Context: an optimization exercise on an open-source flow, tuned for small area, a short achievable clock period and few clock cycles per item. The choices shown serve that exercise and are no tape-out recipe. At most, simulation tests tie the RTL to the original design; equivalence was not proved. Only the layout flow was run in run 2; the RTL was not checked for function there.

## flow/design.v (module list and top-level ports; edited modules follow where they fit)
// module julia_pixel_engine: 2722 lines
module julia_pixel_engine #(
  parameter int H_RES    = 640,
  parameter int V_RES    = 480,
  parameter int MAX_ITER = 255,
  parameter int FRAC     = 12
) (
  input  logic        clk,
  input  logic        reset_n,
  input  logic        start,
  input  logic        abort,
  input  logic [15:0] c_re,
  input  logic [15:0] c_im,
  input  logic [15:0] re_start,
  input  logic [15:0] im_start,
  input  logic [15:0] step,
  output logic        draw,
  input  logic        draw_ready,
  output logic [9:0]  x,
  output logic [9:0]  y,
  output logic [7:0]  i,
  output logic        busy,
  output logic        frame_done
);
  // ...
==> flow/flow/run.sh <==
#!/bin/bash
# Standard ORFS layout (the standard.sh, unchanged synthesis), with the resizer's
# setup repair aimed below the clock period: repair_timing gets a setup margin so that
# it keeps improving paths after the 11 ns constraint is met. The make output goes to
# flow_standard.log here; ORFS's own per-step logs are under orfs/logs.
set -euo pipefail
export SETUP_SLACK_MARGIN=7.6
bash standard.sh > flow_standard.log 2>&1
==> flow/standard.sh <==
#!/bin/bash
# synth_recipe.tcl (not shown) runs the flow's synth.tcl, then flattens the netlist and writes it again
# the make line also repeats each setting of config.mk as NAME=value (left out here)
make -C /OpenROAD-flow-scripts/flow DESIGN_CONFIG=/design/flow/config.mk WORK_HOME=/design/flow/orfs CLKGATE_MAP_FILE= SYNTH_SCRIPT=/design/flow/synth_recipe.tcl "${@:-finish}"
==> flow/config.mk <==
export PLATFORM = sky130hd
export DESIGN_NAME = julia_pixel_engine
export DESIGN_NICKNAME = julia_pixel_engine
export VERILOG_FILES = /design/flow/design.v
export SDC_FILE = /design/flow/constraint.sdc
export NUM_CORES = 4
export LEC_CHECK = 0
export CAP_MARGIN = 20
export CORE_MARGIN = 2
export CORE_UTILIZATION = 40
export PLACE_DENSITY = 0.6
export SLEW_MARGIN = 20
==> flow/constraint.sdc <==
create_clock -name core_clock -period 11.0 [get_ports {clk}]
set_input_delay 2.2000 -clock core_clock [delete_from_list [all_inputs] [get_ports {clk}]]
set_output_delay 2.2000 -clock core_clock [all_outputs]
set_load 0.01 [all_outputs]
==> results.py, run 1 <==
metrics = {
    "cts": {
        "cts-htree-levels": 2,
        "clock_path_buffers": 3,
        "cts.clk_slew.worst_paths_ns": 0.06,
    },
    "synth": {
        "postSynthCellCount": 3241,
        "synthTopCellsByCount": "inv_1 (385), dfxtp_1 (341), nand2_1 (288)",
        "synthXorXnorAreaFrac_pct": 11.2,
        "synth_mux_area_share_pct": 2.16,
        "synth_top_family_by_area": "adder cells",
        "synth_area_leaders": "dfxtp_1 (21%), fa_1 (16%), edfxtp_1 (14%)",
        "yosysMostFrequentCell": "inv_1",
    },
    "placement": {
        "dp_cells": 4296,
        "place_ws_ns": 6.32,
    },
    "finish": {
        "multi_input_gates": 2193,
        "non_clock_buffer_count": 226,
        "dominant_cells": "multi-input combinational cells",
        "nFillCells": 7527,
        "post-route-util_pct": 47.5,
        "multi_input_area_share_pct": 52.0,
        "seq_area_um2": 11900,
        "layout_common_cells": "inv_1 (376), nand2_1 (287), dfxtp_1 (274)",
        "nClkBuffers": 77,
    },
    "floorplan": {
        "nWellTaps": 1070,
        "dieArea_um2": 84800,
        "io_pins": 116,
    },
    "grt": {
        "grt_pass1_vias": 22900,
        "use_met3_pct": 2.66,
        "grt_use_met2_pct": 31.2,
    },
    "timing": {
        "grt_setup_unrepaired": "true",
        "finalSetupViolCount": 0,
    },
    "routing": {
        "vias": 22300,
        "route.layer.met1.wl_mm": 36.7,
        "route.met2.wl_mm": 37.5,
    },
    "worst_setup_path": {
        "cp.required_ns": 11.58,
    },
    "status": {
        "status": "finished clean",
    },
}
Testbench counts, summed over its fixed seeds: cycles 2,658,186, pixels 61,440.
==> inputs of run 2 (changes only) <==
--- a/flow/design.v
+++ b/flow/design.v
@@ -247,17 +247,18 @@
   logic [17:0]   reh3;
   logic          mp3;
   logic          cap2, cap3;     
   logic [7:0]    it3;
   logic [TW-1:0] tg3;
   logic [7:0]      rb [NRES];
   logic [NRES-1:0] rv;
   logic [TW-1:0]   tag_a, tag_e;
-  logic [TW:0]     outst;
+  logic [TW:0]     outst;          
+  logic            ol_q;           
   function automatic logic in_range18(input logic [17:0] v);
     in_range18 = (v[17:13] == 5'b00000) || (v[17:13] == 5'b11111) || (v == 18'd8192);
   endfunction
   function automatic logic in_range16(input logic [15:0] v);
     in_range16 = (v[15:13] == 3'b000) || (v[15:13] == 3'b111) || (v == 16'd8192);
   endfunction
   function automatic logic [TW-1:0] tag_inc(input logic [TW-1:0] t);
     tag_inc = (t == TW'(NRES - 1)) ? '0 : t + 1'b1;
@@ -1694,452 +1695,554 @@
   wire s2_462 = s2_155 & s2_157;
   wire s2_463 = s2_155 ^ s2_157;
   wire s2_464 = s2_158 & s2_160;
   wire s2_465 = s2_158 ^ s2_160;
   wire s2_466 = s2_161 & s2_162;
   wire s2_467 = s2_161 ^ s2_162;
   wire s2_468 = s2_163 & 1'b1;
   wire s2_469 = s2_163 ^ 1'b1;
-  wire s2_470 = s2_412 | (s2_413 & s2_410);
+  wire s2_470 = s2_413 ? s2_410 : s2_412;
   wire s2_471 = s2_413 & s2_411;
-  wire s2_472 = s2_416 | (s2_417 & s2_414);
+  wire s2_472 = s2_417 ? s2_414 : s2_416;
   wire s2_473 = s2_417 & s2_415;
-  wire s2_474 = s2_420 | (s2_421 & s2_418);
+  wire s2_474 = s2_421 ? s2_418 : s2_420;
   wire s2_475 = s2_421 & s2_419;
-  wire s2_476 = s2_424 | (s2_425 & s2_422);
+  wire s2_476 = s2_425 ? s2_422 : s2_424;
   wire s2_477 = s2_425 & s2_423;
-  wire s2_478 = s2_428 | (s2_429 & s2_426);
+  wire s2_478 = s2_429 ? s2_426 : s2_428;
   wire s2_479 = s2_429 & s2_427;
-  wire s2_480 = s2_432 | (s2_433 & s2_430);
+  wire s2_480 = s2_433 ? s2_430 : s2_432;
   wire s2_481 = s2_433 & s2_431;
-  wire s2_482 = s2_436 | (s2_437 & s2_434);
+  wire s2_482 = s2_437 ? s2_434 : s2_436;
   wire s2_483 = s2_437 & s2_435;
-  wire s2_484 = s2_440 | (s2_441 & s2_438);
+  wire s2_484 = s2_441 ? s2_438 : s2_440;
   wire s2_485 = s2_441 & s2_439;
-  wire s2_486 = s2_444 | (s2_445 & s2_442);
+  wire s2_486 = s2_445 ? s2_442 : s2_444;
   wire s2_487 = s2_445 & s2_443;
-  wire s2_488 = s2_448 | (s2_449 & s2_446);
+  wire s2_488 = s2_449 ? s2_446 : s2_448;
   wire s2_489 = s2_449 & s2_447;
-  wire s2_490 = s2_452 | (s2_453 & s2_450);
+  wire s2_490 = s2_453 ? s2_450 : s2_452;
   wire s2_491 = s2_453 & s2_451;
-  wire s2_492 = s2_456 | (s2_457 & s2_454);
+  wire s2_492 = s2_457 ? s2_454 : s2_456;
   wire s2_493 = s2_457 & s2_455;
-  wire s2_494 = s2_460 | (s2_461 & s2_458);
+  wire s2_494 = s2_461 ? s2_458 : s2_460;
   wire s2_495 = s2_461 & s2_459;
-  wire s2_496 = s2_464 | (s2_465 & s2_462);
+  wire s2_496 = s2_465 ? s2_462 : s2_464;
   wire s2_497 = s2_465 & s2_463;
-  wire s2_498 = s2_472 | (s2_473 & s2_470);
-  wire s2_499 = s2_473 & s2_471;
-  wire s2_500 = s2_476 | (s2_477 & s2_474);
-  wire s2_501 = s2_477 & s2_475;
-  wire s2_502 = s2_480 | (s2_481 & s2_478);
-  wire s2_503 = s2_481 & s2_479;
-  wire s2_504 = s2_484 | (s2_485 & s2_482);
-  wire s2_505 = s2_485 & s2_483;
-  wire s2_506 = s2_488 | (s2_489 & s2_486);
-  wire s2_507 = s2_489 & s2_487;
-  wire s2_508 = s2_492 | (s2_493 & s2_490);
-  wire s2_509 = s2_493 & s2_491;
-  wire s2_510 = s2_496 | (s2_497 & s2_494);
-  wire s2_511 = s2_497 & s2_495;
-  wire s2_512 = s2_500 | (s2_501 & s2_498);
-  wire s2_513 = s2_501 & s2_499;
-  wire s2_514 = s2_504 | (s2_505 & s2_502);
-  wire s2_515 = s2_505 & s2_503;
-  wire s2_516 = s2_508 | (s2_509 & s2_506);
-  wire s2_517 = s2_509 & s2_507;
-  wire s2_518 = s2_514 | (s2_515 & s2_512);
-  wire s2_519 = s2_515 & s2_513;
-  wire s2_520 = s2_516 | (s2_517 & s2_518);
-  wire s2_521 = s2_517 & s2_519;
-  wire s2_522 = s2_502 | (s2_503 & s2_512);
-  wire s2_523 = s2_503 & s2_513;
-  wire s2_524 = s2_506 | (s2_507 & s2_518);
-  wire s2_525 = s2_507 & s2_519;
-  wire s2_526 = s2_510 | (s2_511 & s2_520);
-  wire s2_527 = s2_511 & s2_521;
-  wire s2_528 = s2_474 | (s2_475 & s2_498);
-  wire s2_529 = s2_475 & s2_499;
-  wire s2_530 = s2_478 | (s2_479 & s2_512);
-  wire s2_531 = s2_479 & s2_513;
-  wire s2_532 = s2_482 | (s2_483 & s2_522);
-  wire s2_533 = s2_483 & s2_523;
-  wire s2_534 = s2_486 | (s2_487 & s2_518);
-  wire s2_535 = s2_487 & s2_519;
-  wire s2_536 = s2_490 | (s2_491 & s2_524);
-  wire s2_537 = s2_491 & s2_525;
-  wire s2_538 = s2_494 | (s2_495 & s2_520);
-  wire s2_539 = s2_495 & s2_521;
-  wire s2_540 = s2_414 | (s2_415 & s2_470);
-  wire s2_541 = s2_415 & s2_471;
-  wire s2_542 = s2_418 | (s2_419 & s2_498);
-  wire s2_543 = s2_419 & s2_499;
-  wire s2_544 = s2_422 | (s2_423 & s2_528);
-  wire s2_545 = s2_423 & s2_529;
-  wire s2_546 = s2_426 | (s2_427 & s2_512);
-  wire s2_547 = s2_427 & s2_513;
-  wire s2_548 = s2_430 | (s2_431 & s2_530);
-  wire s2_549 = s2_431 & s2_531;
-  wire s2_550 = s2_434 | (s2_435 & s2_522);
-  wire s2_551 = s2_435 & s2_523;
-  wire s2_552 = s2_438 | (s2_439 & s2_532);
-  wire s2_553 = s2_439 & s2_533;
-  wire s2_554 = s2_442 | (s2_443 & s2_518);
-  wire s2_555 = s2_443 & s2_519;
-  wire s2_556 = s2_446 | (s2_447 & s2_534);
-  wire s2_557 = s2_447 & s2_535;
-  wire s2_558 = s2_450 | (s2_451 & s2_524);
-  wire s2_559 = s2_451 & s2_525;
-  wire s2_560 = s2_454 | (s2_455 & s2_536);
-  wire s2_561 = s2_455 & s2_537;
-  wire s2_562 = s2_458 | (s2_459 & s2_520);
-  wire s2_563 = s2_459 & s2_521;
-  wire s2_564 = s2_462 | (s2_463 & s2_538);
-  wire s2_565 = s2_463 & s2_539;
-  wire s2_566 = s2_466 | (s2_467 & s2_526);
-  wire s2_567 = s2_467 & s2_527;
-  wire s2_568 = s2_435 ^ s2_522;
-  wire s2_569 = s2_437 ^ s2_550;
-  wire s2_570 = s2_439 ^ s2_532;
-  wire s2_571 = s2_441 ^ s2_552;
-  wire s2_572 = s2_443 ^ s2_518;
-  wire s2_573 = s2_445 ^ s2_554;
-  wire s2_574 = s2_447 ^ s2_534;
-  wire s2_575 = s2_449 ^ s2_556;
-  wire s2_576 = s2_451 ^ s2_524;
-  wire s2_577 = s2_453 ^ s2_558;
-  wire s2_578 = s2_455 ^ s2_536;
-  wire s2_579 = s2_457 ^ s2_560;
-  wire s2_580 = s2_459 ^ s2_520;
-  wire s2_581 = s2_461 ^ s2_562;
-  wire s2_582 = s2_463 ^ s2_538;
-  wire s2_583 = s2_465 ^ s2_564;
-  wire s2_584 = s2_467 ^ s2_526;
-  wire s2_585 = s2_469 ^ s2_566;
-  wire s2_586 = qp0_1 & qp1_1;
-  wire s2_587 = qp0_1 ^ qp1_1;
-  wire s2_588 = qp0_3 & qp1_3;
-  wire s2_589 = qp0_3 ^ qp1_3;
-  wire s2_590 = qp0_4 & qp1_4;
-  wire s2_591 = qp0_4 ^ qp1_4;
-  wire s2_592 = qp0_5 & qp1_5;
-  wire s2_593 = qp0_5 ^ qp1_5;
-  wire s2_594 = qp0_6 & qp1_6;
-  wire s2_595 = qp0_6 ^ qp1_6;
-  wire s2_596 = qp0_7 & qp1_7;
-  wire s2_597 = qp0_7 ^ qp1_7;
-  wire s2_598 = qp0_8 & qp1_8;
-  wire s2_599 = qp0_8 ^ qp1_8;
-  wire s2_600 = qp0_9 & qp1_9;
-  wire s2_601 = qp0_9 ^ qp1_9;
-  wire s2_602 = qp0_10 & qp1_10;
-  wire s2_603 = qp0_10 ^ qp1_10;
-  wire s2_604 = qp0_11 & qp1_11;
-  wire s2_605 = qp0_11 ^ qp1_11;
-  wire s2_606 = qp0_12 & qp1_12;
-  wire s2_607 = qp0_12 ^ qp1_12;
-  wire s2_608 = qp0_13 & qp1_13;
-  wire s2_609 = qp0_13 ^ qp1_13;
-  wire s2_610 = qp0_14 & qp1_14;
-  wire s2_611 = qp0_14 ^ qp1_14;
-  wire s2_612 = qp0_15 & qp1_15;
-  wire s2_613 = qp0_15 ^ qp1_15;
-  wire s2_614 = qp0_16 & qp1_16;
-  wire s2_615 = qp0_16 ^ qp1_16;
-  wire s2_616 = qp0_17 & qp1_17;
-  wire s2_617 = qp0_17 ^ qp1_17;
-  wire s2_618 = qp0_18 & qp1_18;
-  wire s2_619 = qp0_18 ^ qp1_18;
-  wire s2_620 = qp0_19 & qp1_19;
-  wire s2_621 = qp0_19 ^ qp1_19;
-  wire s2_622 = qp0_20 & qp1_20;
-  wire s2_623 = qp0_20 ^ qp1_20;
-  wire s2_624 = qp0_21 & qp1_21;
-  wire s2_625 = qp0_21 ^ qp1_21;
-  wire s2_626 = qp0_22 & qp1_22;
-  wire s2_627 = qp0_22 ^ qp1_22;
-  wire s2_628 = qp0_23 & qp1_23;
-  wire s2_629 = qp0_23 ^ qp1_23;
-  wire s2_630 = qp0_24 & qp1_24;
-  wire s2_631 = qp0_24 ^ qp1_24;
-  wire s2_632 = qp0_25 & qp1_25;
-  wire s2_633 = qp0_25 ^ qp1_25;
-  wire s2_634 = qp0_26 & qp1_26;
-  wire s2_635 = qp0_26 ^ qp1_26;
-  wire s2_636 = qp0_27 & qp1_27;
-  wire s2_637 = qp0_27 ^ qp1_27;
-  wire s2_638 = qp0_28 & qp1_28;
-  wire s2_639 = qp0_28 ^ qp1_28;
-  wire s2_640 = qp0_29 & qp1_29;
-  wire s2_641 = qp0_29 ^ qp1_29;
-  wire s2_642 = s2_586 | (s2_587 & 1'b0);
-  wire s2_643 = s2_587 & 1'b0;
-  wire s2_644 = s2_588 | (s2_589 & 1'b0);
-  wire s2_645 = s2_589 & qp0_2;
-  wire s2_646 = s2_592 | (s2_593 & s2_590);
-  wire s2_647 = s2_593 & s2_591;
-  wire s2_648 = s2_596 | (s2_597 & s2_594);
-  wire s2_649 = s2_597 & s2_595;
-  wire s2_650 = s2_600 | (s2_601 & s2_598);
-  wire s2_651 = s2_601 & s2_599;
-  wire s2_652 = s2_604 | (s2_605 & s2_602);
-  wire s2_653 = s2_605 & s2_603;
-  wire s2_654 = s2_608 | (s2_609 & s2_606);
-  wire s2_655 = s2_609 & s2_607;
-  wire s2_656 = s2_612 | (s2_613 & s2_610);
-  wire s2_657 = s2_613 & s2_611;
-  wire s2_658 = s2_616 | (s2_617 & s2_614);
-  wire s2_659 = s2_617 & s2_615;
-  wire s2_660 = s2_620 | (s2_621 & s2_618);
-  wire s2_661 = s2_621 & s2_619;
-  wire s2_662 = s2_624 | (s2_625 & s2_622);
-  wire s2_663 = s2_625 & s2_623;
-  wire s2_664 = s2_628 | (s2_629 & s2_626);
-  wire s2_665 = s2_629 & s2_627;
-  wire s2_666 = s2_632 | (s2_633 & s2_630);
-  wire s2_667 = s2_633 & s2_631;
-  wire s2_668 = s2_636 | (s2_637 & s2_634);
-  wire s2_669 = s2_637 & s2_635;
-  wire s2_670 = s2_644 | (s2_645 & s2_642);
-  wire s2_671 = s2_645 & s2_643;
-  wire s2_672 = s2_648 | (s2_649 & s2_646);
-  wire s2_673 = s2_649 & s2_647;
-  wire s2_674 = s2_652 | (s2_653 & s2_650);
-  wire s2_675 = s2_653 & s2_651;
-  wire s2_676 = s2_656 | (s2_657 & s2_654);
-  wire s2_677 = s2_657 & s2_655;
-  wire s2_678 = s2_660 | (s2_661 & s2_658);
-  wire s2_679 = s2_661 & s2_659;
-  wire s2_680 = s2_664 | (s2_665 & s2_662);
-  wire s2_681 = s2_665 & s2_663;
-  wire s2_682 = s2_668 | (s2_669 & s2_666);
-  wire s2_683 = s2_669 & s2_667;
-  wire s2_684 = s2_672 | (s2_673 & s2_670);
-  wire s2_685 = s2_673 & s2_671;
-  wire s2_686 = s2_676 | (s2_677 & s2_674);
-  wire s2_687 = s2_677 & s2_675;
-  wire s2_688 = s2_680 | (s2_681 & s2_678);
-  wire s2_689 = s2_681 & s2_679;
-  wire s2_690 = s2_686 | (s2_687 & s2_684);
-  wire s2_691 = s2_687 & s2_685;
-  wire s2_692 = s2_688 | (s2_689 & s2_690);
-  wire s2_693 = s2_689 & s2_691;
-  wire s2_694 = s2_674 | (s2_675 & s2_684);
-  wire s2_695 = s2_675 & s2_685;
-  wire s2_696 = s2_678 | (s2_679 & s2_690);
-  wire s2_697 = s2_679 & s2_691;
-  wire s2_698 = s2_682 | (s2_683 & s2_692);
-  wire s2_699 = s2_683 & s2_693;
-  wire s2_700 = s2_646 | (s2_647 & s2_670);
-  wire s2_701 = s2_647 & s2_671;
-  wire s2_702 = s2_650 | (s2_651 & s2_684);
-  wire s2_703 = s2_651 & s2_685;
-  wire s2_704 = s2_654 | (s2_655 & s2_694);
-  wire s2_705 = s2_655 & s2_695;
-  wire s2_706 = s2_658 | (s2_659 & s2_690);
-  wire s2_707 = s2_659 & s2_691;
-  wire s2_708 = s2_662 | (s2_663 & s2_696);
-  wire s2_709 = s2_663 & s2_697;
-  wire s2_710 = s2_666 | (s2_667 & s2_692);
-  wire s2_711 = s2_667 & s2_693;
-  wire s2_712 = 1'b0 | (qp0_2 & s2_642);
-  wire s2_713 = qp0_2 & s2_643;
-  wire s2_714 = s2_590 | (s2_591 & s2_670);
-  wire s2_715 = s2_591 & s2_671;
-  wire s2_716 = s2_594 | (s2_595 & s2_700);
-  wire s2_717 = s2_595 & s2_701;
-  wire s2_718 = s2_598 | (s2_599 & s2_684);
-  wire s2_719 = s2_599 & s2_685;
-  wire s2_720 = s2_602 | (s2_603 & s2_702);
-  wire s2_721 = s2_603 & s2_703;
-  wire s2_722 = s2_606 | (s2_607 & s2_694);
-  wire s2_723 = s2_607 & s2_695;
-  wire s2_724 = s2_610 | (s2_611 & s2_704);
-  wire s2_725 = s2_611 & s2_705;
-  wire s2_726 = s2_614 | (s2_615 & s2_690);
-  wire s2_727 = s2_615 & s2_691;
-  wire s2_728 = s2_618 | (s2_619 & s2_706);
-  wire s2_729 = s2_619 & s2_707;
-  wire s2_730 = s2_622 | (s2_623 & s2_696);
-  wire s2_731 = s2_623 & s2_697;
-  wire s2_732 = s2_626 | (s2_627 & s2_708);
-  wire s2_733 = s2_627 & s2_709;
-  wire s2_734 = s2_630 | (s2_631 & s2_692);
-  wire s2_735 = s2_631 & s2_693;
-  wire s2_736 = s2_634 | (s2_635 & s2_710);
-  wire s2_737 = s2_635 & s2_711;
-  wire s2_738 = s2_638 | (s2_639 & s2_698);
-  wire s2_739 = s2_639 & s2_699;
-  wire s2_740 = s2_607 ^ s2_694;
-  wire s2_741 = s2_609 ^ s2_722;
-  wire s2_742 = s2_611 ^ s2_704;
-  wire s2_743 = s2_613 ^ s2_724;
-  wire s2_744 = s2_615 ^ s2_690;
-  wire s2_745 = s2_617 ^ s2_726;
-  wire s2_746 = s2_619 ^ s2_706;
-  wire s2_747 = s2_621 ^ s2_728;
-  wire s2_748 = s2_623 ^ s2_696;
-  wire s2_749 = s2_625 ^ s2_730;
-  wire s2_750 = s2_627 ^ s2_708;
-  wire s2_751 = s2_629 ^ s2_732;
-  wire s2_752 = s2_631 ^ s2_692;
-  wire s2_753 = s2_633 ^ s2_734;
-  wire s2_754 = s2_635 ^ s2_710;
-  wire s2_755 = s2_637 ^ s2_736;
-  wire s2_756 = s2_639 ^ s2_698;
-  wire s2_757 = s2_641 ^ s2_738;
-  wire s2_758 = s2_327 & 1'b1;
-  wire s2_759 = s2_327 ^ 1'b1;
-  wire s2_760 = s2_328 & s2_330;
-  wire s2_761 = s2_328 ^ s2_330;
-  wire s2_762 = s2_331 & s2_333;
-  wire s2_763 = s2_331 ^ s2_333;
-  wire s2_764 = s2_334 & s2_336;
-  wire s2_765 = s2_334 ^ s2_336;
-  wire s2_766 = s2_337 & s2_339;
-  wire s2_767 = s2_337 ^ s2_339;
-  wire s2_768 = s2_340 & s2_342;
-  wire s2_769 = s2_340 ^ s2_342;
-  wire s2_770 = s2_343 & s2_345;
-  wire s2_771 = s2_343 ^ s2_345;
-  wire s2_772 = s2_346 & s2_348;
-  wire s2_773 = s2_346 ^ s2_348;
-  wire s2_774 = s2_349 & s2_351;
-  wire s2_775 = s2_349 ^ s2_351;
-  wire s2_776 = s2_352 & s2_354;
-  wire s2_777 = s2_352 ^ s2_354;
-  wire s2_778 = s2_355 & s2_357;
-  wire s2_779 = s2_355 ^ s2_357;
-  wire s2_780 = s2_358 & s2_360;
-  wire s2_781 = s2_358 ^ s2_360;
-  wire s2_782 = s2_361 & s2_363;
-  wire s2_783 = s2_361 ^ s2_363;
-  wire s2_784 = s2_364 & s2_366;
-  wire s2_785 = s2_364 ^ s2_366;
-  wire s2_786 = s2_367 & s2_369;
-  wire s2_787 = s2_367 ^ s2_369;
-  wire s2_788 = s2_370 & s2_372;
-  wire s2_789 = s2_370 ^ s2_372;
-  wire s2_790 = s2_373 & s2_375;
-  wire s2_791 = s2_373 ^ s2_375;
-  wire s2_792 = s2_376 & s2_378;
-  wire s2_793 = s2_376 ^ s2_378;
-  wire s2_794 = s2_379 & s2_381;
-  wire s2_795 = s2_379 ^ s2_381;
-  wire s2_796 = s2_382 & s2_384;
-  wire s2_797 = s2_382 ^ s2_384;
-  wire s2_798 = s2_385 & s2_387;
-  wire s2_799 = s2_385 ^ s2_387;
-  wire s2_800 = s2_388 & s2_390;
-  wire s2_801 = s2_388 ^ s2_390;
-  wire s2_802 = s2_391 & s2_393;
-  wire s2_803 = s2_391 ^ s2_393;
-  wire s2_804 = s2_394 & s2_396;
-  wire s2_805 = s2_394 ^ s2_396;
-  wire s2_806 = s2_397 & s2_399;
-  wire s2_807 = s2_397 ^ s2_399;
-  wire s2_808 = s2_400 & s2_402;
-  wire s2_809 = s2_400 ^ s2_402;
-  wire s2_810 = s2_403 & s2_405;
-  wire s2_811 = s2_403 ^ s2_405;
-  wire s2_812 = s2_406 & s2_408;
-  wire s2_813 = s2_406 ^ s2_408;
-  wire s2_814 = s2_760 | (s2_761 & s2_758);
-  wire s2_815 = s2_761 & s2_759;
-  wire s2_816 = s2_764 | (s2_765 & s2_762);
-  wire s2_817 = s2_765 & s2_763;
-  wire s2_818 = s2_768 | (s2_769 & s2_766);
-  wire s2_819 = s2_769 & s2_767;
-  wire s2_820 = s2_772 | (s2_773 & s2_770);
-  wire s2_821 = s2_773 & s2_771;
-  wire s2_822 = s2_776 | (s2_777 & s2_774);
-  wire s2_823 = s2_777 & s2_775;
-  wire s2_824 = s2_780 | (s2_781 & s2_778);
-  wire s2_825 = s2_781 & s2_779;
-  wire s2_826 = s2_784 | (s2_785 & s2_782);
-  wire s2_827 = s2_785 & s2_783;
-  wire s2_828 = s2_788 | (s2_789 & s2_786);
-  wire s2_829 = s2_789 & s2_787;
-  wire s2_830 = s2_792 | (s2_793 & s2_790);
-  wire s2_831 = s2_793 & s2_791;
-  wire s2_832 = s2_796 | (s2_797 & s2_794);
-  wire s2_833 = s2_797 & s2_795;
-  wire s2_834 = s2_800 | (s2_801 & s2_798);
-  wire s2_835 = s2_801 & s2_799;
-  wire s2_836 = s2_804 | (s2_805 & s2_802);
-  wire s2_837 = s2_805 & s2_803;
-  wire s2_838 = s2_808 | (s2_809 & s2_806);
-  wire s2_839 = s2_809 & s2_807;
-  wire s2_840 = s2_816 | (s2_817 & s2_814);
-  wire s2_841 = s2_817 & s2_815;
-  wire s2_842 = s2_820 | (s2_821 & s2_818);
-  wire s2_843 = s2_821 & s2_819;
-  wire s2_844 = s2_824 | (s2_825 & s2_822);
-  wire s2_845 = s2_825 & s2_823;
-  wire s2_846 = s2_828 | (s2_829 & s2_826);
-  wire s2_847 = s2_829 & s2_827;
-  wire s2_848 = s2_832 | (s2_833 & s2_830);
-  wire s2_849 = s2_833 & s2_831;
-  wire s2_850 = s2_836 | (s2_837 & s2_834);
-  wire s2_851 = s2_837 & s2_835;
-  wire s2_852 = s2_842 | (s2_843 & s2_840);
-  wire s2_853 = s2_843 & s2_841;
-  wire s2_854 = s2_846 | (s2_847 & s2_844);
-  wire s2_855 = s2_847 & s2_845;
-  wire s2_856 = s2_850 | (s2_851 & s2_848);
-  wire s2_857 = s2_851 & s2_849;
-  wire s2_858 = s2_854 | (s2_855 & s2_852);
-  wire s2_859 = s2_855 & s2_853;
-  wire s2_860 = s2_856 | (s2_857 & s2_858);
-  wire s2_861 = s2_857 & s2_859;
-  wire s2_862 = s2_844 | (s2_845 & s2_852);
-  wire s2_863 = s2_845 & s2_853;
-  wire s2_864 = s2_848 | (s2_849 & s2_858);
-  wire s2_865 = s2_849 & s2_859;
-  wire s2_866 = s2_818 | (s2_819 & s2_840);
-  wire s2_867 = s2_819 & s2_841;
-  wire s2_868 = s2_822 | (s2_823 & s2_852);
-  wire s2_869 = s2_823 & s2_853;
-  wire s2_870 = s2_826 | (s2_827 & s2_862);
-  wire s2_871 = s2_827 & s2_863;
-  wire s2_872 = s2_830 | (s2_831 & s2_858);
-  wire s2_873 = s2_831 & s2_859;
-  wire s2_874 = s2_834 | (s2_835 & s2_864);
-  wire s2_875 = s2_835 & s2_865;
-  wire s2_876 = s2_838 | (s2_839 & s2_860);
-  wire s2_877 = s2_839 & s2_861;
-  wire s2_878 = s2_762 | (s2_763 & s2_814);
-  wire s2_879 = s2_763 & s2_815;
-  wire s2_880 = s2_766 | (s2_767 & s2_840);
-  wire s2_881 = s2_767 & s2_841;
-  wire s2_882 = s2_770 | (s2_771 & s2_866);
-  wire s2_883 = s2_771 & s2_867;
-  wire s2_884 = s2_774 | (s2_775 & s2_852);
-  wire s2_885 = s2_775 & s2_853;
-  wire s2_886 = s2_778 | (s2_779 & s2_868);
-  wire s2_887 = s2_779 & s2_869;
-  wire s2_888 = s2_782 | (s2_783 & s2_862);
-  wire s2_889 = s2_783 & s2_863;
-  wire s2_890 = s2_786 | (s2_787 & s2_870);
-  wire s2_891 = s2_787 & s2_871;
-  wire s2_892 = s2_790 | (s2_791 & s2_858);
-  wire s2_893 = s2_791 & s2_859;
-  wire s2_894 = s2_794 | (s2_795 & s2_872);
-  wire s2_895 = s2_795 & s2_873;
-  wire s2_896 = s2_798 | (s2_799 & s2_864);
-  wire s2_897 = s2_799 & s2_865;
-  wire s2_898 = s2_802 | (s2_803 & s2_874);
-  wire s2_899 = s2_803 & s2_875;
-  wire s2_900 = s2_806 | (s2_807 & s2_860);
-  wire s2_901 = s2_807 & s2_861;
-  wire s2_902 = s2_810 | (s2_811 & s2_876);
-  wire s2_903 = s2_811 & s2_877;
-  wire s2_904 = s2_813 ^ s2_902;
-  assign im2   = {s2_757, s2_756, s2_755, s2_754, s2_753, s2_752, s2_751, s2_750, s2_749, s2_748, s2_747, s2_746, s2_745, s2_744, s2_743, s2_742, s2_741, s2_740};
+  wire s2_498 = s2_415 ? s2_470 : s2_414;
+  wire s2_499 = s2_415 & s2_471;
+  wire s2_500 = s2_473 ? s2_470 : s2_472;
+  wire s2_501 = s2_473 & s2_471;
+  wire s2_502 = s2_423 ? s2_474 : s2_422;
+  wire s2_503 = s2_423 & s2_475;
+  wire s2_504 = s2_477 ? s2_474 : s2_476;
+  wire s2_505 = s2_477 & s2_475;
+  wire s2_506 = s2_431 ? s2_478 : s2_430;
+  wire s2_507 = s2_431 & s2_479;
+  wire s2_508 = s2_481 ? s2_478 : s2_480;
+  wire s2_509 = s2_481 & s2_479;
+  wire s2_510 = s2_439 ? s2_482 : s2_438;
+  wire s2_511 = s2_439 & s2_483;
+  wire s2_512 = s2_485 ? s2_482 : s2_484;
+  wire s2_513 = s2_485 & s2_483;
+  wire s2_514 = s2_447 ? s2_486 : s2_446;
+  wire s2_515 = s2_447 & s2_487;
+  wire s2_516 = s2_489 ? s2_486 : s2_488;
+  wire s2_517 = s2_489 & s2_487;
+  wire s2_518 = s2_455 ? s2_490 : s2_454;
+  wire s2_519 = s2_455 & s2_491;
+  wire s2_520 = s2_493 ? s2_490 : s2_492;
+  wire s2_521 = s2_493 & s2_491;
+  wire s2_522 = s2_463 ? s2_494 : s2_462;
+  wire s2_523 = s2_463 & s2_495;
+  wire s2_524 = s2_497 ? s2_494 : s2_496;
+  wire s2_525 = s2_497 & s2_495;
+  wire s2_526 = s2_419 ? s2_500 : s2_418;
+  wire s2_527 = s2_419 & s2_501;
+  wire s2_528 = s2_475 ? s2_500 : s2_474;
+  wire s2_529 = s2_475 & s2_501;
+  wire s2_530 = s2_503 ? s2_500 : s2_502;
+  wire s2_531 = s2_503 & s2_501;
+  wire s2_532 = s2_505 ? s2_500 : s2_504;
+  wire s2_533 = s2_505 & s2_501;
+  wire s2_534 = s2_435 ? s2_508 : s2_434;
+  wire s2_535 = s2_435 & s2_509;
+  wire s2_536 = s2_483 ? s2_508 : s2_482;
+  wire s2_537 = s2_483 & s2_509;
+  wire s2_538 = s2_511 ? s2_508 : s2_510;
+  wire s2_539 = s2_511 & s2_509;
+  wire s2_540 = s2_513 ? s2_508 : s2_512;
+  wire s2_541 = s2_513 & s2_509;
+  wire s2_542 = s2_451 ? s2_516 : s2_450;
+  wire s2_543 = s2_451 & s2_517;
+  wire s2_544 = s2_491 ? s2_516 : s2_490;
+  wire s2_545 = s2_491 & s2_517;
+  wire s2_546 = s2_519 ? s2_516 : s2_518;
+  wire s2_547 = s2_519 & s2_517;
+  wire s2_548 = s2_521 ? s2_516 : s2_520;
+  wire s2_549 = s2_521 & s2_517;
+  wire s2_550 = s2_467 ? s2_524 : s2_466;
+  wire s2_551 = s2_467 & s2_525;
+  wire s2_552 = s2_427 ? s2_532 : s2_426;
+  wire s2_553 = s2_427 & s2_533;
+  wire s2_554 = s2_479 ? s2_532 : s2_478;
+  wire s2_555 = s2_479 & s2_533;
+  wire s2_556 = s2_507 ? s2_532 : s2_506;
+  wire s2_557 = s2_507 & s2_533;
+  wire s2_558 = s2_509 ? s2_532 : s2_508;
+  wire s2_559 = s2_509 & s2_533;
+  wire s2_560 = s2_535 ? s2_532 : s2_534;
+  wire s2_561 = s2_535 & s2_533;
+  wire s2_562 = s2_537 ? s2_532 : s2_536;
+  wire s2_563 = s2_537 & s2_533;
+  wire s2_564 = s2_539 ? s2_532 : s2_538;
+  wire s2_565 = s2_539 & s2_533;
+  wire s2_566 = s2_541 ? s2_532 : s2_540;
+  wire s2_567 = s2_541 & s2_533;
+  wire s2_568 = s2_459 ? s2_548 : s2_458;
+  wire s2_569 = s2_459 & s2_549;
+  wire s2_570 = s2_495 ? s2_548 : s2_494;
+  wire s2_571 = s2_495 & s2_549;
+  wire s2_572 = s2_523 ? s2_548 : s2_522;
+  wire s2_573 = s2_523 & s2_549;
+  wire s2_574 = s2_525 ? s2_548 : s2_524;
+  wire s2_575 = s2_525 & s2_549;
+  wire s2_576 = s2_551 ? s2_548 : s2_550;
+  wire s2_577 = s2_551 & s2_549;
+  wire s2_578 = s2_443 ? s2_566 : s2_442;
+  wire s2_579 = s2_443 & s2_567;
+  wire s2_580 = s2_487 ? s2_566 : s2_486;
+  wire s2_581 = s2_487 & s2_567;
+  wire s2_582 = s2_515 ? s2_566 : s2_514;
+  wire s2_583 = s2_515 & s2_567;
+  wire s2_584 = s2_517 ? s2_566 : s2_516;
+  wire s2_585 = s2_517 & s2_567;
+  wire s2_586 = s2_543 ? s2_566 : s2_542;
+  wire s2_587 = s2_543 & s2_567;
+  wire s2_588 = s2_545 ? s2_566 : s2_544;
+  wire s2_589 = s2_545 & s2_567;
+  wire s2_590 = s2_547 ? s2_566 : s2_546;
+  wire s2_591 = s2_547 & s2_567;
+  wire s2_592 = s2_549 ? s2_566 : s2_548;
+  wire s2_593 = s2_549 & s2_567;
+  wire s2_594 = s2_569 ? s2_566 : s2_568;
+  wire s2_595 = s2_569 & s2_567;
+  wire s2_596 = s2_571 ? s2_566 : s2_570;
+  wire s2_597 = s2_571 & s2_567;
+  wire s2_598 = s2_573 ? s2_566 : s2_572;
+  wire s2_599 = s2_573 & s2_567;
+  wire s2_600 = s2_575 ? s2_566 : s2_574;
+  wire s2_601 = s2_575 & s2_567;
+  wire s2_602 = s2_577 ? s2_566 : s2_576;
+  wire s2_603 = s2_577 & s2_567;
+  wire s2_604 = s2_558 ? ~s2_435 : s2_435;
+  wire s2_605 = s2_560 ? ~s2_437 : s2_437;
+  wire s2_606 = s2_562 ? ~s2_439 : s2_439;
+  wire s2_607 = s2_564 ? ~s2_441 : s2_441;
+  wire s2_608 = s2_566 ? ~s2_443 : s2_443;
+  wire s2_609 = s2_578 ? ~s2_445 : s2_445;
+  wire s2_610 = s2_580 ? ~s2_447 : s2_447;
+  wire s2_611 = s2_582 ? ~s2_449 : s2_449;
+  wire s2_612 = s2_584 ? ~s2_451 : s2_451;
+  wire s2_613 = s2_586 ? ~s2_453 : s2_453;
+  wire s2_614 = s2_588 ? ~s2_455 : s2_455;
+  wire s2_615 = s2_590 ? ~s2_457 : s2_457;
+  wire s2_616 = s2_592 ? ~s2_459 : s2_459;
+  wire s2_617 = s2_594 ? ~s2_461 : s2_461;
+  wire s2_618 = s2_596 ? ~s2_463 : s2_463;
+  wire s2_619 = s2_598 ? ~s2_465 : s2_465;
+  wire s2_620 = s2_600 ? ~s2_467 : s2_467;
+  wire s2_621 = s2_602 ? ~s2_469 : s2_469;
+  wire s2_622 = qp0_1 & qp1_1;
+  wire s2_623 = qp0_1 ^ qp1_1;
+  wire s2_624 = qp0_3 & qp1_3;
+  wire s2_625 = qp0_3 ^ qp1_3;
+  wire s2_626 = qp0_4 & qp1_4;
+  wire s2_627 = qp0_4 ^ qp1_4;
+  wire s2_628 = qp0_5 & qp1_5;
+  wire s2_629 = qp0_5 ^ qp1_5;
+  wire s2_630 = qp0_6 & qp1_6;
+  wire s2_631 = qp0_6 ^ qp1_6;
+  wire s2_632 = qp0_7 & qp1_7;
+  wire s2_633 = qp0_7 ^ qp1_7;
+  wire s2_634 = qp0_8 & qp1_8;
+  wire s2_635 = qp0_8 ^ qp1_8;
+  wire s2_636 = qp0_9 & qp1_9;
+  wire s2_637 = qp0_9 ^ qp1_9;
+  wire s2_638 = qp0_10 & qp1_10;
+  wire s2_639 = qp0_10 ^ qp1_10;
+  wire s2_640 = qp0_11 & qp1_11;
+  wire s2_641 = qp0_11 ^ qp1_11;
+  wire s2_642 = qp0_12 & qp1_12;
+  wire s2_643 = qp0_12 ^ qp1_12;
+  wire s2_644 = qp0_13 & qp1_13;
+  wire s2_645 = qp0_13 ^ qp1_13;
+  wire s2_646 = qp0_14 & qp1_14;
+  wire s2_647 = qp0_14 ^ qp1_14;
+  wire s2_648 = qp0_15 & qp1_15;
+  wire s2_649 = qp0_15 ^ qp1_15;
+  wire s2_650 = qp0_16 & qp1_16;
+  wire s2_651 = qp0_16 ^ qp1_16;
+  wire s2_652 = qp0_17 & qp1_17;
+  wire s2_653 = qp0_17 ^ qp1_17;
+  wire s2_654 = qp0_18 & qp1_18;
+  wire s2_655 = qp0_18 ^ qp1_18;
+  wire s2_656 = qp0_19 & qp1_19;
+  wire s2_657 = qp0_19 ^ qp1_19;
+  wire s2_658 = qp0_20 & qp1_20;
+  wire s2_659 = qp0_20 ^ qp1_20;
+  wire s2_660 = qp0_21 & qp1_21;
+  wire s2_661 = qp0_21 ^ qp1_21;
+  wire s2_662 = qp0_22 & qp1_22;
+  wire s2_663 = qp0_22 ^ qp1_22;
+  wire s2_664 = qp0_23 & qp1_23;
+  wire s2_665 = qp0_23 ^ qp1_23;
+  wire s2_666 = qp0_24 & qp1_24;
+  wire s2_667 = qp0_24 ^ qp1_24;
+  wire s2_668 = qp0_25 & qp1_25;
+  wire s2_669 = qp0_25 ^ qp1_25;
+  wire s2_670 = qp0_26 & qp1_26;
+  wire s2_671 = qp0_26 ^ qp1_26;
+  wire s2_672 = qp0_27 & qp1_27;
+  wire s2_673 = qp0_27 ^ qp1_27;
+  wire s2_674 = qp0_28 & qp1_28;
+  wire s2_675 = qp0_28 ^ qp1_28;
+  wire s2_676 = qp0_29 & qp1_29;
+  wire s2_677 = qp0_29 ^ qp1_29;
+  wire s2_678 = s2_623 ? 1'b0 : s2_622;
+  wire s2_679 = s2_623 & 1'b0;
+  wire s2_680 = s2_625 ? 1'b0 : s2_624;
+  wire s2_681 = s2_625 & qp0_2;
+  wire s2_682 = s2_629 ? s2_626 : s2_628;
+  wire s2_683 = s2_629 & s2_627;
+  wire s2_684 = s2_633 ? s2_630 : s2_632;
+  wire s2_685 = s2_633 & s2_631;
+  wire s2_686 = s2_637 ? s2_634 : s2_636;
+  wire s2_687 = s2_637 & s2_635;
+  wire s2_688 = s2_641 ? s2_638 : s2_640;
+  wire s2_689 = s2_641 & s2_639;
+  wire s2_690 = s2_645 ? s2_642 : s2_644;
+  wire s2_691 = s2_645 & s2_643;
+  wire s2_692 = s2_649 ? s2_646 : s2_648;
+  wire s2_693 = s2_649 & s2_647;
+  wire s2_694 = s2_653 ? s2_650 : s2_652;
+  wire s2_695 = s2_653 & s2_651;
+  wire s2_696 = s2_657 ? s2_654 : s2_656;
+  wire s2_697 = s2_657 & s2_655;
+  wire s2_698 = s2_661 ? s2_658 : s2_660;
+  wire s2_699 = s2_661 & s2_659;
+  wire s2_700 = s2_665 ? s2_662 : s2_664;
+  wire s2_701 = s2_665 & s2_663;
+  wire s2_702 = s2_669 ? s2_666 : s2_668;
+  wire s2_703 = s2_669 & s2_667;
+  wire s2_704 = s2_673 ? s2_670 : s2_672;
+  wire s2_705 = s2_673 & s2_671;
+  wire s2_706 = qp0_2 ? s2_678 : 1'b0;
+  wire s2_707 = qp0_2 & s2_679;
+  wire s2_708 = s2_681 ? s2_678 : s2_680;
+  wire s2_709 = s2_681 & s2_679;
+  wire s2_710 = s2_631 ? s2_682 : s2_630;
+  wire s2_711 = s2_631 & s2_683;
+  wire s2_712 = s2_685 ? s2_682 : s2_684;
+  wire s2_713 = s2_685 & s2_683;
+  wire s2_714 = s2_639 ? s2_686 : s2_638;
+  wire s2_715 = s2_639 & s2_687;
+  wire s2_716 = s2_689 ? s2_686 : s2_688;
+  wire s2_717 = s2_689 & s2_687;
+  wire s2_718 = s2_647 ? s2_690 : s2_646;
+  wire s2_719 = s2_647 & s2_691;
+  wire s2_720 = s2_693 ? s2_690 : s2_692;
+  wire s2_721 = s2_693 & s2_691;
+  wire s2_722 = s2_655 ? s2_694 : s2_654;
+  wire s2_723 = s2_655 & s2_695;
+  wire s2_724 = s2_697 ? s2_694 : s2_696;
+  wire s2_725 = s2_697 & s2_695;
+  wire s2_726 = s2_663 ? s2_698 : s2_662;
+  wire s2_727 = s2_663 & s2_699;
+  wire s2_728 = s2_701 ? s2_698 : s2_700;
+  wire s2_729 = s2_701 & s2_699;
+  wire s2_730 = s2_671 ? s2_702 : s2_670;
+  wire s2_731 = s2_671 & s2_703;
+  wire s2_732 = s2_705 ? s2_702 : s2_704;
+  wire s2_733 = s2_705 & s2_703;
+  wire s2_734 = s2_627 ? s2_708 : s2_626;
+  wire s2_735 = s2_627 & s2_709;
+  wire s2_736 = s2_683 ? s2_708 : s2_682;
+  wire s2_737 = s2_683 & s2_709;
+  wire s2_738 = s2_711 ? s2_708 : s2_710;
+  wire s2_739 = s2_711 & s2_709;
+  wire s2_740 = s2_713 ? s2_708 : s2_712;
+  wire s2_741 = s2_713 & s2_709;
+  wire s2_742 = s2_643 ? s2_716 : s2_642;
+  wire s2_743 = s2_643 & s2_717;
+  wire s2_744 = s2_691 ? s2_716 : s2_690;
+  wire s2_745 = s2_691 & s2_717;
+  wire s2_746 = s2_719 ? s2_716 : s2_718;
+  wire s2_747 = s2_719 & s2_717;
+  wire s2_748 = s2_721 ? s2_716 : s2_720;
+  wire s2_749 = s2_721 & s2_717;
+  wire s2_750 = s2_659 ? s2_724 : s2_658;
+  wire s2_751 = s2_659 & s2_725;
+  wire s2_752 = s2_699 ? s2_724 : s2_698;
+  wire s2_753 = s2_699 & s2_725;
+  wire s2_754 = s2_727 ? s2_724 : s2_726;
+  wire s2_755 = s2_727 & s2_725;
+  wire s2_756 = s2_729 ? s2_724 : s2_728;
+  wire s2_757 = s2_729 & s2_725;
+  wire s2_758 = s2_675 ? s2_732 : s2_674;
+  wire s2_759 = s2_675 & s2_733;
+  wire s2_760 = s2_635 ? s2_740 : s2_634;
+  wire s2_761 = s2_635 & s2_741;
+  wire s2_762 = s2_687 ? s2_740 : s2_686;
+  wire s2_763 = s2_687 & s2_741;
+  wire s2_764 = s2_715 ? s2_740 : s2_714;
+  wire s2_765 = s2_715 & s2_741;
+  wire s2_766 = s2_717 ? s2_740 : s2_716;
+  wire s2_767 = s2_717 & s2_741;
+  wire s2_768 = s2_743 ? s2_740 : s2_742;
+  wire s2_769 = s2_743 & s2_741;
+  wire s2_770 = s2_745 ? s2_740 : s2_744;
+  wire s2_771 = s2_745 & s2_741;
+  wire s2_772 = s2_747 ? s2_740 : s2_746;
+  wire s2_773 = s2_747 & s2_741;
+  wire s2_774 = s2_749 ? s2_740 : s2_748;
+  wire s2_775 = s2_749 & s2_741;
+  wire s2_776 = s2_667 ? s2_756 : s2_666;
+  wire s2_777 = s2_667 & s2_757;
+  wire s2_778 = s2_703 ? s2_756 : s2_702;
+  wire s2_779 = s2_703 & s2_757;
+  wire s2_780 = s2_731 ? s2_756 : s2_730;
+  wire s2_781 = s2_731 & s2_757;
+  wire s2_782 = s2_733 ? s2_756 : s2_732;
+  wire s2_783 = s2_733 & s2_757;
+  wire s2_784 = s2_759 ? s2_756 : s2_758;
+  wire s2_785 = s2_759 & s2_757;
+  wire s2_786 = s2_651 ? s2_774 : s2_650;
+  wire s2_787 = s2_651 & s2_775;
+  wire s2_788 = s2_695 ? s2_774 : s2_694;
+  wire s2_789 = s2_695 & s2_775;
+  wire s2_790 = s2_723 ? s2_774 : s2_722;
+  wire s2_791 = s2_723 & s2_775;
+  wire s2_792 = s2_725 ? s2_774 : s2_724;
+  wire s2_793 = s2_725 & s2_775;
+  wire s2_794 = s2_751 ? s2_774 : s2_750;
+  wire s2_795 = s2_751 & s2_775;
+  wire s2_796 = s2_753 ? s2_774 : s2_752;
+  wire s2_797 = s2_753 & s2_775;
+  wire s2_798 = s2_755 ? s2_774 : s2_754;
+  wire s2_799 = s2_755 & s2_775;
+  wire s2_800 = s2_757 ? s2_774 : s2_756;
+  wire s2_801 = s2_757 & s2_775;
+  wire s2_802 = s2_777 ? s2_774 : s2_776;
+  wire s2_803 = s2_777 & s2_775;
+  wire s2_804 = s2_779 ? s2_774 : s2_778;
+  wire s2_805 = s2_779 & s2_775;
+  wire s2_806 = s2_781 ? s2_774 : s2_780;
+  wire s2_807 = s2_781 & s2_775;
+  wire s2_808 = s2_783 ? s2_774 : s2_782;
+  wire s2_809 = s2_783 & s2_775;
+  wire s2_810 = s2_785 ? s2_774 : s2_784;
+  wire s2_811 = s2_785 & s2_775;
+  wire s2_812 = s2_766 ? ~s2_643 : s2_643;
+  wire s2_813 = s2_768 ? ~s2_645 : s2_645;
+  wire s2_814 = s2_770 ? ~s2_647 : s2_647;
+  wire s2_815 = s2_772 ? ~s2_649 : s2_649;
+  wire s2_816 = s2_774 ? ~s2_651 : s2_651;
+  wire s2_817 = s2_786 ? ~s2_653 : s2_653;
+  wire s2_818 = s2_788 ? ~s2_655 : s2_655;
+  wire s2_819 = s2_790 ? ~s2_657 : s2_657;
+  wire s2_820 = s2_792 ? ~s2_659 : s2_659;
+  wire s2_821 = s2_794 ? ~s2_661 : s2_661;
+  wire s2_822 = s2_796 ? ~s2_663 : s2_663;
+  wire s2_823 = s2_798 ? ~s2_665 : s2_665;
+  wire s2_824 = s2_800 ? ~s2_667 : s2_667;
+  wire s2_825 = s2_802 ? ~s2_669 : s2_669;
+  wire s2_826 = s2_804 ? ~s2_671 : s2_671;
+  wire s2_827 = s2_806 ? ~s2_673 : s2_673;
+  wire s2_828 = s2_808 ? ~s2_675 : s2_675;
+  wire s2_829 = s2_810 ? ~s2_677 : s2_677;
+  wire s2_830 = s2_327 & 1'b1;
+  wire s2_831 = s2_327 ^ 1'b1;
+  wire s2_832 = s2_328 & s2_330;
+  wire s2_833 = s2_328 ^ s2_330;
+  wire s2_834 = s2_331 & s2_333;
+  wire s2_835 = s2_331 ^ s2_333;
+  wire s2_836 = s2_334 & s2_336;
+  wire s2_837 = s2_334 ^ s2_336;
+  wire s2_838 = s2_337 & s2_339;
+  wire s2_839 = s2_337 ^ s2_339;
+  wire s2_840 = s2_340 & s2_342;
+  wire s2_841 = s2_340 ^ s2_342;
+  wire s2_842 = s2_343 & s2_345;
+  wire s2_843 = s2_343 ^ s2_345;
+  wire s2_844 = s2_346 & s2_348;
+  wire s2_845 = s2_346 ^ s2_348;
+  wire s2_846 = s2_349 & s2_351;
+  wire s2_847 = s2_349 ^ s2_351;
+  wire s2_848 = s2_352 & s2_354;
+  wire s2_849 = s2_352 ^ s2_354;
+  wire s2_850 = s2_355 & s2_357;
+  wire s2_851 = s2_355 ^ s2_357;
+  wire s2_852 = s2_358 & s2_360;
+  wire s2_853 = s2_358 ^ s2_360;
+  wire s2_854 = s2_361 & s2_363;
+  wire s2_855 = s2_361 ^ s2_363;
+  wire s2_856 = s2_364 & s2_366;
+  wire s2_857 = s2_364 ^ s2_366;
+  wire s2_858 = s2_367 & s2_369;
+  wire s2_859 = s2_367 ^ s2_369;
+  wire s2_860 = s2_370 & s2_372;
+  wire s2_861 = s2_370 ^ s2_372;
+  wire s2_862 = s2_373 & s2_375;
+  wire s2_863 = s2_373 ^ s2_375;
+  wire s2_864 = s2_376 & s2_378;
+  wire s2_865 = s2_376 ^ s2_378;
+  wire s2_866 = s2_379 & s2_381;
+  wire s2_867 = s2_379 ^ s2_381;
+  wire s2_868 = s2_382 & s2_384;
+  wire s2_869 = s2_382 ^ s2_384;
+  wire s2_870 = s2_385 & s2_387;
+  wire s2_871 = s2_385 ^ s2_387;
+  wire s2_872 = s2_388 & s2_390;
+  wire s2_873 = s2_388 ^ s2_390;
+  wire s2_874 = s2_391 & s2_393;
+  wire s2_875 = s2_391 ^ s2_393;
+  wire s2_876 = s2_394 & s2_396;
+  wire s2_877 = s2_394 ^ s2_396;
+  wire s2_878 = s2_397 & s2_399;
+  wire s2_879 = s2_397 ^ s2_399;
+  wire s2_880 = s2_400 & s2_402;
+  wire s2_881 = s2_400 ^ s2_402;
+  wire s2_882 = s2_403 & s2_405;
+  wire s2_883 = s2_403 ^ s2_405;
+  wire s2_884 = s2_406 & s2_408;
+  wire s2_885 = s2_406 ^ s2_408;
+  wire s2_886 = s2_833 ? s2_830 : s2_832;
+  wire s2_887 = s2_833 & s2_831;
+  wire s2_888 = s2_837 ? s2_834 : s2_836;
+  wire s2_889 = s2_837 & s2_835;
+  wire s2_890 = s2_841 ? s2_838 : s2_840;
+  wire s2_891 = s2_841 & s2_839;
+  wire s2_892 = s2_845 ? s2_842 : s2_844;
+  wire s2_893 = s2_845 & s2_843;
+  wire s2_894 = s2_849 ? s2_846 : s2_848;
+  wire s2_895 = s2_849 & s2_847;
+  wire s2_896 = s2_853 ? s2_850 : s2_852;
+  wire s2_897 = s2_853 & s2_851;
+  wire s2_898 = s2_857 ? s2_854 : s2_856;
+  wire s2_899 = s2_857 & s2_855;
+  wire s2_900 = s2_861 ? s2_858 : s2_860;
+  wire s2_901 = s2_861 & s2_859;
+  wire s2_902 = s2_865 ? s2_862 : s2_864;
+  wire s2_903 = s2_865 & s2_863;
+  wire s2_904 = s2_869 ? s2_866 : s2_868;
+  wire s2_905 = s2_869 & s2_867;
+  wire s2_906 = s2_873 ? s2_870 : s2_872;
+  wire s2_907 = s2_873 & s2_871;
+  wire s2_908 = s2_877 ? s2_874 : s2_876;
+  wire s2_909 = s2_877 & s2_875;
+  wire s2_910 = s2_881 ? s2_878 : s2_880;
+  wire s2_911 = s2_881 & s2_879;
+  wire s2_912 = s2_835 ? s2_886 : s2_834;
+  wire s2_913 = s2_835 & s2_887;
+  wire s2_914 = s2_889 ? s2_886 : s2_888;
+  wire s2_915 = s2_889 & s2_887;
+  wire s2_916 = s2_843 ? s2_890 : s2_842;
+  wire s2_917 = s2_843 & s2_891;
+  wire s2_918 = s2_893 ? s2_890 : s2_892;
+  wire s2_919 = s2_893 & s2_891;
+  wire s2_920 = s2_851 ? s2_894 : s2_850;
+  wire s2_921 = s2_851 & s2_895;
+  wire s2_922 = s2_897 ? s2_894 : s2_896;
+  wire s2_923 = s2_897 & s2_895;
+  wire s2_924 = s2_859 ? s2_898 : s2_858;
+  wire s2_925 = s2_859 & s2_899;
+  wire s2_926 = s2_901 ? s2_898 : s2_900;
+  wire s2_927 = s2_901 & s2_899;
+  wire s2_928 = s2_867 ? s2_902 : s2_866;
+  wire s2_929 = s2_867 & s2_903;
+  wire s2_930 = s2_905 ? s2_902 : s2_904;
+  wire s2_931 = s2_905 & s2_903;
+  wire s2_932 = s2_875 ? s2_906 : s2_874;
+  wire s2_933 = s2_875 & s2_907;
+  wire s2_934 = s2_909 ? s2_906 : s2_908;
+  wire s2_935 = s2_909 & s2_907;
+  wire s2_936 = s2_883 ? s2_910 : s2_882;
+  wire s2_937 = s2_883 & s2_911;
+  wire s2_938 = s2_839 ? s2_914 : s2_838;
+  wire s2_939 = s2_839 & s2_915;
+  wire s2_940 = s2_891 ? s2_914 : s2_890;
+  wire s2_941 = s2_891 & s2_915;
+  wire s2_942 = s2_917 ? s2_914 : s2_916;
+  wire s2_943 = s2_917 & s2_915;
+  wire s2_944 = s2_919 ? s2_914 : s2_918;
+  wire s2_945 = s2_919 & s2_915;
+  wire s2_946 = s2_855 ? s2_922 : s2_854;
+  wire s2_947 = s2_855 & s2_923;
+  wire s2_948 = s2_899 ? s2_922 : s2_898;
+  wire s2_949 = s2_899 & s2_923;
+  wire s2_950 = s2_925 ? s2_922 : s2_924;
+  wire s2_951 = s2_925 & s2_923;
+  wire s2_952 = s2_927 ? s2_922 : s2_926;
+  wire s2_953 = s2_927 & s2_923;
+  wire s2_954 = s2_871 ? s2_930 : s2_870;
+  wire s2_955 = s2_871 & s2_931;
+  wire s2_956 = s2_907 ? s2_930 : s2_906;
+  wire s2_957 = s2_907 & s2_931;
+  wire s2_958 = s2_933 ? s2_930 : s2_932;
+  wire s2_959 = s2_933 & s2_931;
+  wire s2_960 = s2_935 ? s2_930 : s2_934;
+  wire s2_961 = s2_935 & s2_931;
+  wire s2_962 = s2_847 ? s2_944 : s2_846;
+  wire s2_963 = s2_847 & s2_945;
+  wire s2_964 = s2_895 ? s2_944 : s2_894;
+  wire s2_965 = s2_895 & s2_945;
+  wire s2_966 = s2_921 ? s2_944 : s2_920;
+  wire s2_967 = s2_921 & s2_945;
+  wire s2_968 = s2_923 ? s2_944 : s2_922;
+  wire s2_969 = s2_923 & s2_945;
+  wire s2_970 = s2_947 ? s2_944 : s2_946;
+  wire s2_971 = s2_947 & s2_945;
+  wire s2_972 = s2_949 ? s2_944 : s2_948;
+  wire s2_973 = s2_949 & s2_945;
+  wire s2_974 = s2_951 ? s2_944 : s2_950;
+  wire s2_975 = s2_951 & s2_945;
+  wire s2_976 = s2_953 ? s2_944 : s2_952;
+  wire s2_977 = s2_953 & s2_945;
+  wire s2_978 = s2_879 ? s2_960 : s2_878;
+  wire s2_979 = s2_879 & s2_961;
+  wire s2_980 = s2_911 ? s2_960 : s2_910;
+  wire s2_981 = s2_911 & s2_961;
+  wire s2_982 = s2_937 ? s2_960 : s2_936;
+  wire s2_983 = s2_937 & s2_961;
+  wire s2_984 = s2_863 ? s2_976 : s2_862;
+  wire s2_985 = s2_863 & s2_977;
+  wire s2_986 = s2_903 ? s2_976 : s2_902;
+  wire s2_987 = s2_903 & s2_977;
+  wire s2_988 = s2_929 ? s2_976 : s2_928;
+  wire s2_989 = s2_929 & s2_977;
+  wire s2_990 = s2_931 ? s2_976 : s2_930;
+  wire s2_991 = s2_931 & s2_977;
+  wire s2_992 = s2_955 ? s2_976 : s2_954;
+  wire s2_993 = s2_955 & s2_977;
+  wire s2_994 = s2_957 ? s2_976 : s2_956;
+  wire s2_995 = s2_957 & s2_977;
+  wire s2_996 = s2_959 ? s2_976 : s2_958;
+  wire s2_997 = s2_959 & s2_977;
+  wire s2_998 = s2_961 ? s2_976 : s2_960;
+  wire s2_999 = s2_961 & s2_977;
+  wire s2_1000 = s2_979 ? s2_976 : s2_978;
+  wire s2_1001 = s2_979 & s2_977;
+  wire s2_1002 = s2_981 ? s2_976 : s2_980;
+  wire s2_1003 = s2_981 & s2_977;
+  wire s2_1004 = s2_983 ? s2_976 : s2_982;
+  wire s2_1005 = s2_983 & s2_977;
+  wire s2_1006 = s2_1004 ? ~s2_885 : s2_885;
+  assign im2   = {s2_829, s2_828, s2_827, s2_826, s2_825, s2_824, s2_823, s2_822, s2_821, s2_820, s2_819, s2_818, s2_817, s2_816, s2_815, s2_814, s2_813, s2_812};
   logic       big_new, esc, fin;
   logic [7:0] it_inc, cnt;
   assign big_new = ~in_range18(re3) | ~in_range18(im3);
   assign re3   = reh3;
   assign mesc3 = ~mp3;
   assign esc     = big3 | mesc3;
   assign it_inc  = it3 + 8'd1;
   assign fin = esc | big_new | cap3;
@@ -2453,35 +2556,37 @@
       cur_re <= re_start;
       cur_im <= im_start;
       xg     <= '0;
       xo     <= '0;
       yo     <= '0;
       tag_a  <= '0;
       tag_e  <= '0;
       outst  <= '0;
+      ol_q   <= 1'b0;
     end else begin
       if (assign_px) begin
         tag_a <= tag_inc(tag_a);
         if (xg == X_LAST) begin
           xg     <= '0;
           cur_re <= re0_q;
           cur_im <= im_step;
         end else begin
           xg     <= xg + 10'd1;
           cur_re <= re_step;
         end
       end
       if (out_load) begin
         io    <= rb[tag_e];
         tag_e <= tag_inc(tag_e);
       end
-      if (assign_px && !out_load)
+      ol_q <= out_load;
+      if (assign_px && !ol_q)
         outst <= outst_up;
-      else if (out_load && !assign_px)
+      else if (ol_q && !assign_px)
         outst <= outst_dn;
       if (xfer) begin
         if (xo == X_LAST) begin
           xo <= '0;
           yo <= yo + 10'd1;
         end else begin
           xo <= xo + 10'd1;
         end
@@ -2651,18 +2756,18 @@
     qp1_27 <= s1_961;
     qp0_28 <= s1_962;
     qp1_28 <= s1_963;
     qp0_29 <= s1_964;
     qp1_29 <= s1_965;
     big2 <= big1;
     it2  <= it1;
     tg2  <= tg1;
-    reh3 <= {s2_585, s2_584, s2_583, s2_582, s2_581, s2_580, s2_579, s2_578, s2_577, s2_576, s2_575, s2_574, s2_573, s2_572, s2_571, s2_570, s2_569, s2_568};
-    mp3 <= s2_904;
+    reh3 <= {s2_621, s2_620, s2_619, s2_618, s2_617, s2_616, s2_615, s2_614, s2_613, s2_612, s2_611, s2_610, s2_609, s2_608, s2_607, s2_606, s2_605, s2_604};
+    mp3 <= s2_1006;
     im3   <= im2;
     cap2  <= (it1 == ITER_CAP - 8'd1);
     cap3  <= cap2;
     big3  <= big2;
     it3   <= it2;
     tg3   <= tg2;
     sr1 <= sr_n;
     si1 <= si_n;
==> results.py, run 2 <==
metrics = {
    "status": {
        "status": "finished clean",
    },
    "timing": {
        "finalCritPeriodShare_pct": 33.5,
        "skew_ns": 0.0243,
        "final.setup.tns_ns": 0,
        "finalHoldViolCount": 0,
        "tightest_slew_ns": 1.02,
        "finalSetupViolCount": 0,
        "grt_setup_unrepaired": "true",
        "period_minus_slack_ns": 3.68,
        "max_freq_mhz": 271,
        "finalMaxSlewViolations": 0,
        "slew-limit-headroom_pct": 32.3,
    },
    "worst_setup_path": {
        "critical_path_class": "reg2reg",
        "startpoint": "step_q[0]",
        "startpoint_type": "flop",
        "cp.arrival_ns": 4.06,
        "critical_path.max_fanout": 2,
        "r2r-start": "step_q[0]",
        "cp-end-kind": "flop",
        "cp.required_ns": 11.37,
    },
    "job": {
        "max_cap_violations": 0,
    },
    "worst_hold_path": {
        "holdCritStartpoint": "tg2[1]",
        "hp-class": "reg2reg",
    },
    "routing": {
        "drt_wl_total_mm": 77.9,
        "wl_per_cell_um": 17.3,
        "drc": 0,
        "vias": 22300,
        "via_per_inst": 4.96,
        "antenna_left": 0,
        "drt-pass1-iter-count": 5,
        "drt_iter0_drc": 1108,
    },
    "floorplan": {
        "core_area_um2": 82100,
        "rows": 105,
        "die_w_um": 292,
        "fp.dieH_um": 292,
        "io_pins": 116,
        "start_util_pct": 40.4,
        "dieArea_um2": 85200,
    },
    "grt": {
        "grt_pass1_wl_mm": 125,
        "antenna_found_initial": 2,
        "grt_use_total_pct": 18.5,
        "grt_pass1_vias": 22600,
        "grt_max_degree": 110,
        "grt_overflow": 0,
    },
    "synth": {
        "postSynthCellCount": 3261,
        "synth_top_cell_by_area": "dfxtp_1",
        "netlist_area_um2": 33200,
        "ys_async_sr_fraction_pct": 2.76,
        "syn_avg_cell_area_um2": 10.2,
        "synth_area_leaders": "dfxtp_1 (21%), fa_1 (15%), edfxtp_1 (14%)",
        "synthTopCellsByCount": "inv_1 (381), dfxtp_1 (342), xnor2_1 (277)",
        "ys.warnings.count": 1,
        "synth_edf_count": 152,
        "synth_ff_type": "dfxtp_1",
        "synth_nets": 3804,
        "synth_seq_area_share_pct": 35.5,
        "ys_ff_latch": 508,
        "ys_types": 78,
        "synth_top_area_share_pct": 20.7,
        "yosysMostFrequentCell": "inv_1",
    },
    "finish": {
        "stdcell_count": 4499,
        "area_growth_pct": 16.6,
        "largest-register": "rb",
        "final_nets": 3927,
        "drive_gt1_share_pct": 13.9,
        "top_regs": "rb x48, im3 x18, reh3 x18",
        "layout_common_cells": "inv_1 (375), dfxtp_1 (276), nand2_1 (257)",
        "largest_register_ffs": 48,
        "layout_commonest_cell": "inv_1",
    },
    "cts": {
        "numClockSinks": 508,
        "cts_inserted_buffers": 54,
        "cts.clk_slew.worst_paths_ns": 0.06,
        "cts-htree-levels": 2,
        "holdBufCountCts": 0,
        "cts_tree": "yes",
        "clock_path_buffers": 3,
        "clkLatencyLatePin_ns": 0.64,
        "cts_root_buffer": "clkbuf_16",
    },
    "placement": {
        "place.gp.congestion": 0.826,
        "port_buffers": 115,
        "dp_cells": 4314,
        "dpl.hpwl_mm": 55.8,
    },
}
## run 2: cell types whose count changed after synthesis, sizes merged, moves of 10 or more
| cell | delta |
|---|---|
| a21oi | +15 |
| mux2i | +25 |
| xnor2 | +32 |
| nand2 | -27 |
| nor2b | +11 |
| a21o | -11 |
| and3 | +10 |
| fa | -16 |
| xor2 | -15 |
| o21ai | -14 |
## run 2: layout make-up
class / instances / area (um2)
Multi-Input combinational cell: 2213 / 20100
Tap cell: 1070 / 1340
Antenna cell: 1 / 2.50
Clock inverter: 25 / 273
Sequential cell: 508 / 11900
Inverter: 384 / 1450
Timing Repair Buffer: 223 / 1970
Clock buffer: 75 / 1580
Fill cell: 7530 / 43500
## run 2: kinds of logic after synthesis
kind of cell,after synthesis,share of synthesized area (%)
fa+ha+maj,513,24.6
flops,508,35.5
simple gates,753,11.0
mux,83,2.99
xor+xnor,439,11.6
compound gates,424,8.10
buf+inv,541,6.21
## run 2: worst paths after layout
kind	depth (start not counted)	endpoint	slack, ns
min in group asynchronous	1	rv[4]	1.99
worst max register to register	15	cur_im[15]	7.32
worst max-delay path	15	cur_im[15]	7.32
worst min register to register	0	tg3[1]	0.33
worst min-delay path	0	tg3[1]	0.33
max in group asynchronous	1	busy_q	8.51
## run 2: metrics by stage
step	hold slack [ns]	setup slack, ns	instance area, um2	utilization, %
after floorplan	0.310	7.39	33300	-
after global placement	0.311	6.54	35300	43.0
after detailed placement	0.312	6.49	35300	43.0
after CTS	0.327	7.28	37900	46.1
after global routing	0.333	7.13	38600	47.1
final	0.327	7.32	38600	47.1
## run 2: worst max-delay path, cell delays in order, from the launching register on
cell      delay [ns]
edfxtp_1        0.41
buf_6           0.14
ha_4            0.15
fa_2            0.35
a21o_1          0.18
a21o_1          0.16
a21o_1          0.15
a21o_1          0.16
a21o_1          0.17
a211o_1         0.28
a21o_1          0.16
a21o_1          0.17
a31o_1          0.22
fa_2            0.34
xnor2_1         0.13
mux2_2          0.26
## run 2: per-layer routing
layer | share of wire (%) | global-route usage (%)
met1 | 46 | 25.5
met2 | 47 | 30.2
met3 | 5.0 | 2.84
met4 | 2.1 | 5.26
met5 | 0.023 | 0
## run 2: what timing repair did
| item | 4_1_cts | 5_1_grt |
|---|---|---|
| buffers inserted | 51 | 31 |
| gates resized for setup | 255 | 115 |
| endpoints found under the setup margin | 218 | 59 |
| pin swaps | 50 | 66 |
| gates cloned | 2 | 0 |

## afterwards: timing with drivers on the ports
In the flow no input, the clock included, has a driving cell. The finished layouts below were timed again as built, in two steps.
Step 1 sets driving cells, clkbuf_16 on the clock port and buf_2 on the other inputs (assumed; they add their load-dependent delay and slew).
Step 2, shift: input delay + t, output delay - t, t = (earliest + latest rising clock arrival at the registers) / 2. This alone moves slack from input paths to output paths.
a / b / c = ideal / step 1 / step 2; a / b = the first two.
run	t (ns)	setup WS [ns]	hold slack, ns	worst data-port slew with drivers (ns)	cell pins on the clock port's net
run 1	0.694	7.402 / 7.402 / 6.949	0.326 / 0.326 / 0.326	0.10	1
run 2	0.687	7.316 / 7.316 / 7.083	0.327 / 0.327 / 0.327	0.07	1
After both steps every run listed still meets setup and hold. The setup slack of run 1, which loses most, moves by 0.000 ns with the drivers and by -0.453 ns with both steps.
